Source: an optimization exercise on an open RTL-to-GDS flow (aim: small area, a short achievable clock period and few clock cycles). Production flows keep margins and buffers that such runs may drop.
The RTL was checked by simulation tests, not by an equivalence proof against the original design.
Power and IR drop assume default switching activity.

**flow/config.mk**
```make
export PLATFORM = sky130hd
export DESIGN_NAME = tanimoto_top
export DESIGN_NICKNAME = tanimoto_top
export VERILOG_FILES = /design/flow/design.v
export SDC_FILE = /design/flow/constraint.sdc
export NUM_CORES = 4
export LEC_CHECK = 0
export CAP_MARGIN = 20
export CORE_MARGIN = 2
export CORE_UTILIZATION = 40
export PLACE_DENSITY = 0.6
export SLEW_MARGIN = 20
```
**flow/design.v**
```verilog
package tanimoto_pkg;
    typedef logic [32-1:0]    vec_t;
    typedef logic [6-1:0]    cnt_t;
    typedef logic [7-1:0]    thr_t;
    typedef logic [8-1:0]     qid_t;
    typedef logic [2-1:0] ref_idx_t;
    typedef logic [4-1:0]     mask_t;
    typedef logic [4-1:0] credit_t;
    typedef struct packed {
        logic valid;
        vec_t vec;
        cnt_t cnt;
        qid_t id;
    } query_t;
    typedef struct packed {
        logic  valid;
        qid_t  id;
        mask_t mask;
    } hit_t;
    typedef struct packed {
        qid_t     query_id;
        ref_idx_t ref_idx;
    } id_pair_t;
    typedef struct packed {
        logic en;
        cnt_t addr;
        thr_t data;
    } thr_wr_t;
endpackage
`timescale 1ns/1ps
module popcount_tree (
    input  logic               clk,
    input  logic               rstn,
    input  logic               i_valid,
    input  tanimoto_pkg::vec_t i_vec,
    output logic               o_valid,
    output tanimoto_pkg::cnt_t o_cnt
);
    localparam int NUM_GROUPS = 32 / 8;
    logic [NUM_GROUPS-1:0][3:0] grp_sum_d;
    logic [NUM_GROUPS-1:0][3:0] grp_sum_q;
    logic       valid_q;
    tanimoto_pkg::cnt_t       total;
    always_comb begin
        for (int g = 0; g < NUM_GROUPS; g++) begin
            grp_sum_d[g] = '0;
            for (int b = 0; b < 8; b++) begin
                grp_sum_d[g] = grp_sum_d[g] + {3'b000, i_vec[g*8+b]};
            end
        end
    end
    always_ff @(posedge clk) begin
        grp_sum_q <= grp_sum_d;
        if (!rstn) begin
            valid_q <= 1'b0;
        end else begin
            valid_q <= i_valid;
        end
    end
    always_comb begin
        total = '0;
        for (int g = 0; g < NUM_GROUPS; g++) begin
            total = total + tanimoto_pkg::cnt_t'(grp_sum_q[g]);
        end
    end
    always_ff @(posedge clk) begin
        o_cnt <= total;
        if (!rstn) begin
            o_valid <= 1'b0;
        end else begin
            o_valid <= valid_q;
        end
    end
endmodule
`timescale 1ns/1ps
module ref_store (
    input  logic                 clk,
    input  logic                 rstn,
    input  logic                 i_vec_valid,
    input  tanimoto_pkg::vec_t   i_vec,
    output tanimoto_pkg::query_t o_query,
    output tanimoto_pkg::vec_t [4-1:0] o_ref_vec,
    output tanimoto_pkg::cnt_t [4-1:0] o_ref_cnt
);
    typedef enum logic {
        ST_LOAD,
        ST_COMPARE
    } state_t;
    state_t   state;
    tanimoto_pkg::ref_idx_t load_idx;
    tanimoto_pkg::qid_t     next_qid;
    tanimoto_pkg::vec_t     vec_d1;
    tanimoto_pkg::vec_t     vec_d2;
    logic     cnt_valid;
    tanimoto_pkg::cnt_t     cnt;
    logic     load_en;
    logic     query_en;
    popcount_tree u_popcount (
        .clk     (clk),
        .rstn    (rstn),
        .i_valid (i_vec_valid),
        .i_vec   (i_vec),
        .o_valid (cnt_valid),
        .o_cnt   (cnt)
    );
    assign load_en  = cnt_valid && (state == ST_LOAD);
    assign query_en = cnt_valid && (state == ST_COMPARE);
    always_ff @(posedge clk) begin
        vec_d1 <= i_vec;
        vec_d2 <= vec_d1;
    end
    always_ff @(posedge clk) begin
        if (!rstn) begin
            state    <= ST_LOAD;
            load_idx <= '0;
        end else if (load_en) begin
            load_idx <= load_idx + 1'b1;
            if (load_idx == tanimoto_pkg::ref_idx_t'(4 - 1)) begin
                state <= ST_COMPARE;
            end
        end
    end
    always_ff @(posedge clk) begin
        if (load_en) begin
            o_ref_vec[4-1] <= vec_d2;
            o_ref_cnt[4-1] <= cnt;
            for (int s = 0; s < 4 - 1; s++) begin
                o_ref_vec[s] <= o_ref_vec[s+1];
                o_ref_cnt[s] <= o_ref_cnt[s+1];
            end
        end
    end
    always_ff @(posedge clk) begin
        if (!rstn) begin
            next_qid <= '0;
        end else if (query_en) begin
            next_qid <= next_qid + 1'b1;
        end
    end
    always_ff @(posedge clk) begin
        o_query.vec <= vec_d2;
        o_query.cnt <= cnt;
        o_query.id  <= next_qid;
        if (!rstn) begin
            o_query.valid <= 1'b0;
        end else begin
            o_query.valid <= query_en;
        end
    end
endmodule
`timescale 1ns/1ps
module threshold_table (
    input  logic                  clk,
    input  logic                  rstn,
    input  tanimoto_pkg::thr_wr_t i_thr_wr,
    input  tanimoto_pkg::cnt_t [4-1:0] i_rd_addr,
    output tanimoto_pkg::thr_t [4-1:0] o_rd_data
);
    localparam int NUM_ENTRIES = 32 + 1;
    tanimoto_pkg::thr_t entries [NUM_ENTRIES];
    always_ff @(posedge clk) begin
        if (!rstn) begin
            for (int e = 0; e < NUM_ENTRIES; e++) begin
                entries[e] <= '0;
            end
        end else if (i_thr_wr.en && (int'(i_thr_wr.addr) < NUM_ENTRIES)) begin
            entries[i_thr_wr.addr] <= i_thr_wr.data;
        end
    end
    always_comb begin
        for (int l = 0; l < 4; l++) begin
            if (int'(i_rd_addr[l]) < NUM_ENTRIES) begin
                o_rd_data[l] = entries[i_rd_addr[l]];
            end else begin
                o_rd_data[l] = '0;
            end
        end
    end
endmodule
`timescale 1ns/1ps
module similarity_lane (
    input  logic                 clk,
    input  logic                 rstn,
    input  tanimoto_pkg::query_t i_query,
    input  tanimoto_pkg::vec_t   i_ref_vec,
    input  tanimoto_pkg::cnt_t   i_ref_cnt,
    output tanimoto_pkg::cnt_t   o_thr_addr,
    input  tanimoto_pkg::thr_t   i_thr,
    output logic                 o_hit,
    output logic                 o_valid,
    output tanimoto_pkg::qid_t   o_query_id
);
    tanimoto_pkg::vec_t and_vec;
    logic and_valid;
    tanimoto_pkg::cnt_t and_cnt;
    tanimoto_pkg::thr_t sum_d1;
    tanimoto_pkg::thr_t sum_d2;
    tanimoto_pkg::qid_t id_d1;
    tanimoto_pkg::qid_t id_d2;
    assign and_vec = i_query.vec & i_ref_vec;
    popcount_tree u_popcount (
        .clk     (clk),
        .rstn    (rstn),
        .i_valid (i_query.valid),
        .i_vec   (and_vec),
        .o_valid (and_valid),
        .o_cnt   (and_cnt)
    );
    always_ff @(posedge clk) begin
        sum_d1 <= tanimoto_pkg::thr_t'(i_ref_cnt) + tanimoto_pkg::thr_t'(i_query.cnt);
        sum_d2 <= sum_d1;
        id_d1  <= i_query.id;
        id_d2  <= id_d1;
    end
    assign o_thr_addr = and_cnt;
    always_ff @(posedge clk) begin
        o_query_id <= id_d2;
        if (!rstn) begin
            o_valid <= 1'b0;
            o_hit   <= 1'b0;
        end else begin
            o_valid <= and_valid;
            o_hit   <= and_valid && (sum_d2 <= i_thr);
        end
    end
endmodule
`timescale 1ns/1ps
module match_queue (
    input  logic                   clk,
    input  logic                   rstn,
    input  tanimoto_pkg::hit_t     i_hit,
    input  logic                   i_out_credit,
    output tanimoto_pkg::id_pair_t o_pair,
    output logic                   o_pair_valid,
    output logic                   o_in_credit
);
    localparam int PTR_W = $clog2(4);
    logic [8+4:0] fifo_mem [4];
    logic [PTR_W-1:0] wr_ptr;
    logic [PTR_W-1:0] rd_ptr;
    logic [PTR_W:0]   count;
    logic             full;
    logic             empty;
    logic             push;
    logic             drop;
    logic             send;
    logic             pop;
    tanimoto_pkg::hit_t             head;
    tanimoto_pkg::mask_t            done_mask;
    tanimoto_pkg::mask_t            pending;
    tanimoto_pkg::mask_t            sel_bit;
    tanimoto_pkg::ref_idx_t         sel_idx;
    tanimoto_pkg::credit_t          out_cred;
    tanimoto_pkg::credit_t          ret_cnt;
    tanimoto_pkg::credit_t          ret_total;
    logic [1:0]       ret_inc;
    assign full  = (count == (PTR_W + 1)'(4));
    assign empty = (count == '0);
    assign push  = i_hit.valid && (|i_hit.mask);
    assign drop  = i_hit.valid && !(|i_hit.mask);
    assign head  = fifo_mem[rd_ptr];
    always_comb begin
        pending = head.mask & ~done_mask;
        sel_idx = '0;
        for (int i = 4 - 1; i >= 0; i--) begin
            if (pending[i]) begin
                sel_idx = tanimoto_pkg::ref_idx_t'(i);
            end
        end
        sel_bit = tanimoto_pkg::mask_t'(1) << sel_idx;
        send    = !empty && (out_cred != '0);
        pop     = send && ((pending & ~sel_bit) == '0);
    end
    always_ff @(posedge clk) begin
        if (push) begin
            fifo_mem[wr_ptr] <= i_hit;
        end
    end
    always_ff @(posedge clk) begin
        if (!rstn) begin
            wr_ptr    <= '0;
            rd_ptr    <= '0;
            count     <= '0;
            done_mask <= '0;
        end else begin
            wr_ptr <= wr_ptr + PTR_W'(push);
            rd_ptr <= rd_ptr + PTR_W'(pop);
            count  <= count + (PTR_W + 1)'(push) - (PTR_W + 1)'(pop);
            if (pop) begin
                done_mask <= '0;
            end else if (send) begin
                done_mask <= done_mask | sel_bit;
            end
        end
    end
    always_ff @(posedge clk) begin
        if (!rstn) begin
            out_cred <= '0;
        end else begin
            case ({i_out_credit, send})
                2'b10: begin
                    if (out_cred != '1) begin
                        out_cred <= out_cred + 1'b1;
                    end
                end
                2'b01: out_cred <= out_cred - 1'b1;
                default: out_cred <= out_cred;
            endcase
        end
    end
    assign ret_inc   = {1'b0, drop} + {1'b0, pop};
    assign ret_total = ret_cnt + tanimoto_pkg::credit_t'(ret_inc);
    always_ff @(posedge clk) begin
        if (!rstn) begin
            ret_cnt     <= '0;
            o_in_credit <= 1'b0;
        end else begin
            ret_cnt     <= ret_total - tanimoto_pkg::credit_t'(ret_total != '0);
            o_in_credit <= (ret_total != '0);
        end
    end
    always_ff @(posedge clk) begin
        o_pair <= {head.id, sel_idx};
        if (!rstn) begin
            o_pair_valid <= 1'b0;
        end else begin
            o_pair_valid <= send;
        end
    end
endmodule
`timescale 1ns/1ps
module tanimoto_top (
    input  logic                   clk,
    input  logic                   rstn,
    input  logic                   i_vec_valid,
    input  logic [31:0]            i_vec,
    input  logic [13:0]            i_thr_wr,
    input  logic                   i_out_credit,
    output logic [9:0]             o_pair,
    output logic                   o_pair_valid,
    output logic                   o_in_credit
);
    tanimoto_pkg::query_t     query;
    tanimoto_pkg::vec_t [4-1:0] ref_vec;
    tanimoto_pkg::cnt_t [4-1:0] ref_cnt;
    tanimoto_pkg::cnt_t [4-1:0] thr_addr;
    tanimoto_pkg::thr_t [4-1:0] thr_data;
    logic [4-1:0] lane_hit;
    logic [4-1:0] lane_valid;
    tanimoto_pkg::qid_t [4-1:0] lane_qid;
    tanimoto_pkg::hit_t       hit;
    ref_store u_ref_store (
        .clk         (clk),
        .rstn        (rstn),
        .i_vec_valid (i_vec_valid),
        .i_vec       (i_vec),
        .o_query     (query),
        .o_ref_vec   (ref_vec),
        .o_ref_cnt   (ref_cnt)
    );
    threshold_table u_threshold_table (
        .clk       (clk),
        .rstn      (rstn),
        .i_thr_wr  (i_thr_wr),
        .i_rd_addr (thr_addr),
        .o_rd_data (thr_data)
    );
    for (genvar l = 0; l < 4; l++) begin : g_lane
        similarity_lane u_lane (
            .clk        (clk),
            .rstn       (rstn),
            .i_query    (query),
            .i_ref_vec  (ref_vec[l]),
            .i_ref_cnt  (ref_cnt[l]),
            .o_thr_addr (thr_addr[l]),
            .i_thr      (thr_data[l]),
            .o_hit      (lane_hit[l]),
            .o_valid    (lane_valid[l]),
            .o_query_id (lane_qid[l])
        );
    end
    assign hit = {lane_valid[0], lane_qid[0], lane_hit};
    match_queue u_match_queue (
        .clk          (clk),
        .rstn         (rstn),
        .i_hit        (hit),
        .i_out_credit (i_out_credit),
        .o_pair       (o_pair),
        .o_pair_valid (o_pair_valid),
        .o_in_credit  (o_in_credit)
    );
endmodule
```
**flow/constraint.sdc**
```tcl
create_clock -name core_clock -period 4.0 [get_ports {clk}]
set_input_delay 0.8000 -clock core_clock [delete_from_list [all_inputs] [get_ports {clk}]]
set_output_delay 0.8000 -clock core_clock [all_outputs]
set_load 0.01 [all_outputs]
```
**flow/run.sh**
```bash
#!/bin/bash
# synth_recipe.tcl (not shown) runs the flow's synth.tcl, then flattens the netlist and writes it again
# the make line also repeats each setting of config.mk as NAME=value (left out here)
make -C /OpenROAD-flow-scripts/flow DESIGN_CONFIG=/design/flow/config.mk WORK_HOME=/design/flow/orfs CLKGATE_MAP_FILE= SYNTH_SCRIPT=/design/flow/synth_recipe.tcl finish
```
==> flow_summary_export.csv <==
group,metric,value,unit
timing,setup_viol,0,
timing,fmax,274,MHz
clock_tree,root_buffer,"clkbuf_16",
routing,postRouteAntennaNets,0,
floorplanning,die_h,311,um
timing,hold_viol,0,
critical_path,path_cells,"buf_12 > mux4_2 > mux4_2 > a221oi_1 > buf_4 > ha_1 > nor2b_1 > o21ai_0 > nand2b_1 > a21oi_1 > o21ai_0 > a31oi_1",
synthesis,ys_seq_area_share,53.5,%
critical_path,worstSetupPathType,"reg -> reg",
synthesis,synth_cell_types,49,
critical_path,cp_max_fo,14,
critical_path,slowest_delay,0.57,ns
placement,place_area,0.0405,mm^2
layout,nets,3060,
routing,vias,21604,
clock_tree,cts_tree,"done",
global_routing,grt_pass1_vias,22933,
routing,wirelength,95.4,mm
timing,fin_skew,0.0284,ns
timing,maxSlewViolCount,0,
timing,relSlewSlack,36.4,%
timing,setup_ws,0.346,ns
pwr,power_density,712,mW/mm^2
hold_path,min-delay-start,"g_lane[0].u_lane.id_d2[1]",
synthesis,synth_edf_count,438,
critical_path,cp_slowest_cell,"mux4_2",
routing,remaining_drc_errors,0,
routing,drtPass1Iterations,5,
placement,gp_congestion,0.998,
critical_path,cp.arrival,4.22,ns
critical_path,r2r_end,"g_lane[2].u_lane.o_hit",
pwr,p_leak,16.7,nW
synthesis,ys_ff_latch,790,
timing,worst_pin_slew,0.954,ns
synthesis,syn_inst,2585,
critical_path,r2r_cells,12,
critical_path,r2r_setup_slack,0.35,ns
layout,drive_gt1_share,19.3,%
layout,final_util,46.3,%
clock_tree,cts.sinks,790,
pwr,ir_drop,0.400,mV
critical_path,cp-end-kind,"flip-flop",
clock_tree,clk_latency,0.66,ns
synthesis,synth_top_flop_cell,"edfxtp_1",
layout,area_delta_synth_final,14.6,%
clock_tree,clockBufferDepth,3,
synthesis,async_flop_share,0,%
layout,final_area,0.0433,mm^2
global_routing,grt_use_total,20.0,%
global_routing,grt_max_degree,132,
timing,period_share,91.4,%
global_routing,antenna_found_initial,6,
routing,drt_iter0_markers,1901,
clock_tree,cts.reportedPaths.clkPinSlew,0.06,ns
floorplanning,fp.dieW,311,um
job,cap_violations,0,
clock_tree,cts_resized,0,
floorplanning,coreArea,0.0935,mm^2
clock_tree,cts_htree_levels,3,
critical_path,cp.required,4.56,ns
timing,period_needed,3.65,ns
clock_tree,holdBufCountCts,0,
global_routing,grt_pass1_wl,145,mm
global_routing,gr-total-overflow,0,
routing,drt-vias-per-instance,5.32,
placement,hpwl,70.0,mm
hold_path,hold_class,"reg -> reg",
synthesis,yosys_warnings,5,
placement,numPortBuffers,61,
floorplanning,ios,62,
critical_path,critPathLaunchType,"flip-flop",
routing,wl_per_cell,23.5,um
clock_tree,cts_buffers,85,
timing,rsz0062_at_grt,"false",
clock_tree,post_cts_buffers,0,
floorplanning,row_count,112,
timing,fin_setup_tns,0,ns
critical_path,reg2reg_from,"g_lane[2].u_lane.u_popcount.o_cnt[0]",
hold_path,min_delay_path_depth,0,
synthesis,syn_area_per_cell,14.6,um^2
outcome,status,"no timing/DRC/antenna violations",
floorplanning,die_area,0.0969,mm^2
hold_path,min_to,"g_lane[0].u_lane.o_query_id[1]",
placement,pre_cts_ws,0.252,ns
floorplanning,start_util,40.4,%
synthesis,synth_area,0.0378,mm^2
==> logic make-up (layout without fill, tap and decap cells) <==
family,after synthesis,after routing,synth area share [%]
compound gates,186,186,3.01
xor+xnor,63,63,1.46
fa+ha+maj,276,276,11.7
buf+inv,314,528,3.37
flops,790,790,53.5
mux,351,351,18.1
other cells,1,9,0.00993
simple gates,604,604,8.91
==> critical path: cells and delay by family, from the launching register on <==
family | cells | cell delay [ns]
AND/OR/NAND/NOR | 2 | 0.23
flip-flops | 1 | 0.56
multiplexers | 2 | 1.09
buffers and inverters | 2 | 0.40
adder cells (fa/ha/maj) | 1 | 0.25
AO/OA/AOI/OAI | 5 | 1.04
==> state kept, by name, indices dropped and copies added (netlist names), 5 cells and up <==
name                                cells
u_threshold_table.entries             238
u_ref_store.o_ref_vec                 128
g_lane.u_lane.u_popcount.grp_sum_q     64
u_match_queue.fifo_mem                 48
u_ref_store.o_query                    47
u_ref_store.vec_d1                     32
u_ref_store.vec_d2                     32
g_lane.u_lane.sum_d1                   28
g_lane.u_lane.sum_d2                   28
u_ref_store.o_ref_cnt                  24
g_lane.u_lane.u_popcount.o_cnt         19
u_ref_store.u_popcount.grp_sum_q       16
u_match_queue.o_pair                   10
g_lane.u_lane.id_d1                     8
g_lane.u_lane.id_d2                     8
g_lane.u_lane.o_query_id                8
u_ref_store.next_qid                    8
u_ref_store.u_popcount.o_cnt            6
g_lane.u_lane.and_cnt                   5
==> synthesized netlist by cell type, types with 52 or more instances <==
library cell	number	area share, %
inv_1	207	2.1
ha_1	148	4.9
xnor2_1	52	1.2
and2_1	318	5.3
edfxtp_1	438	35
nor2_1	62	0.62
mux2i_1	66	1.7
mux4_2	264	16
nand2_1	102	1.0
fa_1	127	6.7
clkbuf_1	67	0.67
a21oi_1	57	0.76
dfxtp_1	352	19
==> where the power goes <==
part	internal (mW)	switching (mW)	leakage, nW
combinational	5.98	6.34	8.27
clock	4.49	3.31	1.35
sequential	9.60	1.09	7.08
==> placed cells by master (no fill, tap or decap), types with 5 or more instances in the layout <==
cell type	count
clkbuf_16	86
clkdlybuf4s50_1	53
nand3_1	15
mux2i_1	66
nor3_1	8
dfxtp_1	344
o221ai_1	6
clkbuf_1	20
conb_1	7
xnor2_1	52
clkbuf_8	8
nand2b_1	16
ha_1	148
xor2_1	11
clkinv_1	8
o21ai_0	47
mux4_2	264
o22ai_1	21
a21oi_1	57
nor2_1	60
buf_12	17
nand2_1	102
mux2_2	21
buf_4	86
clkinv_2	11
nand3b_1	6
a31oi_1	6
fa_1	127
a221oi_1	12
bufinv_16	5
clkinvlp_4	8
inv_1	207
and2_1	318
nor2b_1	46
o21bai_1	8
buf_2	8
edfxtp_1	438
a21o_1	18
or3_1	10
==> area by class of cell <==
class | instances | area (um^2)
Sequential cell | 790 | 20200
Timing Repair Buffer | 164 | 1560
Clock buffer | 114 | 2340
Inverter | 207 | 777
Fill cell | 8220 | 50200
Multi-Input combinational cell | 1487 | 16300
Antenna cell | 2 | 5.00
Clock inverter | 43 | 479
Tap cell | 1254 | 1570
==> worst max-delay path by stage <==
| stage | start | to | slack [ns] | cells past startpoint |
|---|---|---|---|---|
| after CTS | g_lane[2].u_lane.u_popcount.o_cnt[0] | g_lane[2].u_lane.o_hit | 0.29 | 12 |
| after global placement | i_vec[17] | u_ref_store.u_popcount.grp_sum_q[9] | 0.24 | 10 |
| after detailed placement | i_vec[17] | u_ref_store.u_popcount.grp_sum_q[10] | 0.25 | 10 |
| after floorplan | u_match_queue.rd_ptr[0] | u_match_queue.ret_cnt[2] | 0.61 | 15 |
| after global routing | u_match_queue.rd_ptr[0] | u_match_queue.ret_cnt[2] | 0.08 | 14 |
| final | g_lane[2].u_lane.u_popcount.o_cnt[0] | g_lane[2].u_lane.o_hit | 0.35 | 12 |
==> per-stage QoR <==
step | cells | power, mW | hold WS [ns]
final | 4061 | 30.8 | 0.322
after detailed placement | 3902 | 23.2 | 0.312
after floorplan | 2591 | 18.4 | 0.310
after global placement | 3902 | 22.9 | 0.310
after CTS | 4059 | 31.0 | 0.323
after global routing | 4059 | 32.4 | 0.327
==> metal layers <==
metal	wire, um	track usage, %
met1	38800	25.7
met2	46800	33.6
met3	5850	3.05
met4	3980	8.36
met5	9	0
Testbench counts, summed over its fixed seeds: cycles 5,832.

==> afterwards: timing with drivers on the ports <==
The flow's constraints put no driver on any port. The routed layout listed below was extracted and timed again, unchanged, in two steps. Step 1 assumes that a clkbuf_16 drives the clock port and a buf_2 every other input. Step 2 also shifts input and output timing later by t, the mid clock arrival at the registers, as if the neighbouring blocks saw the same clock. Three values: no drivers, after step 1, after step 2; two values: the first two.
shift t [ns]: 0.705
setup WS [ns]: 0.346 / 0.346 / 0.249
latest minus earliest clock arrival (ns): 0.044 / 0.043
worst register clock-pin slew, ns: 0.07 / 0.07
cell pins on the clock port's net: 1
After both steps this run still meets setup and hold. For this run, drivers alone change the setup slack by 0.000 ns; drivers and shift together by -0.097 ns.
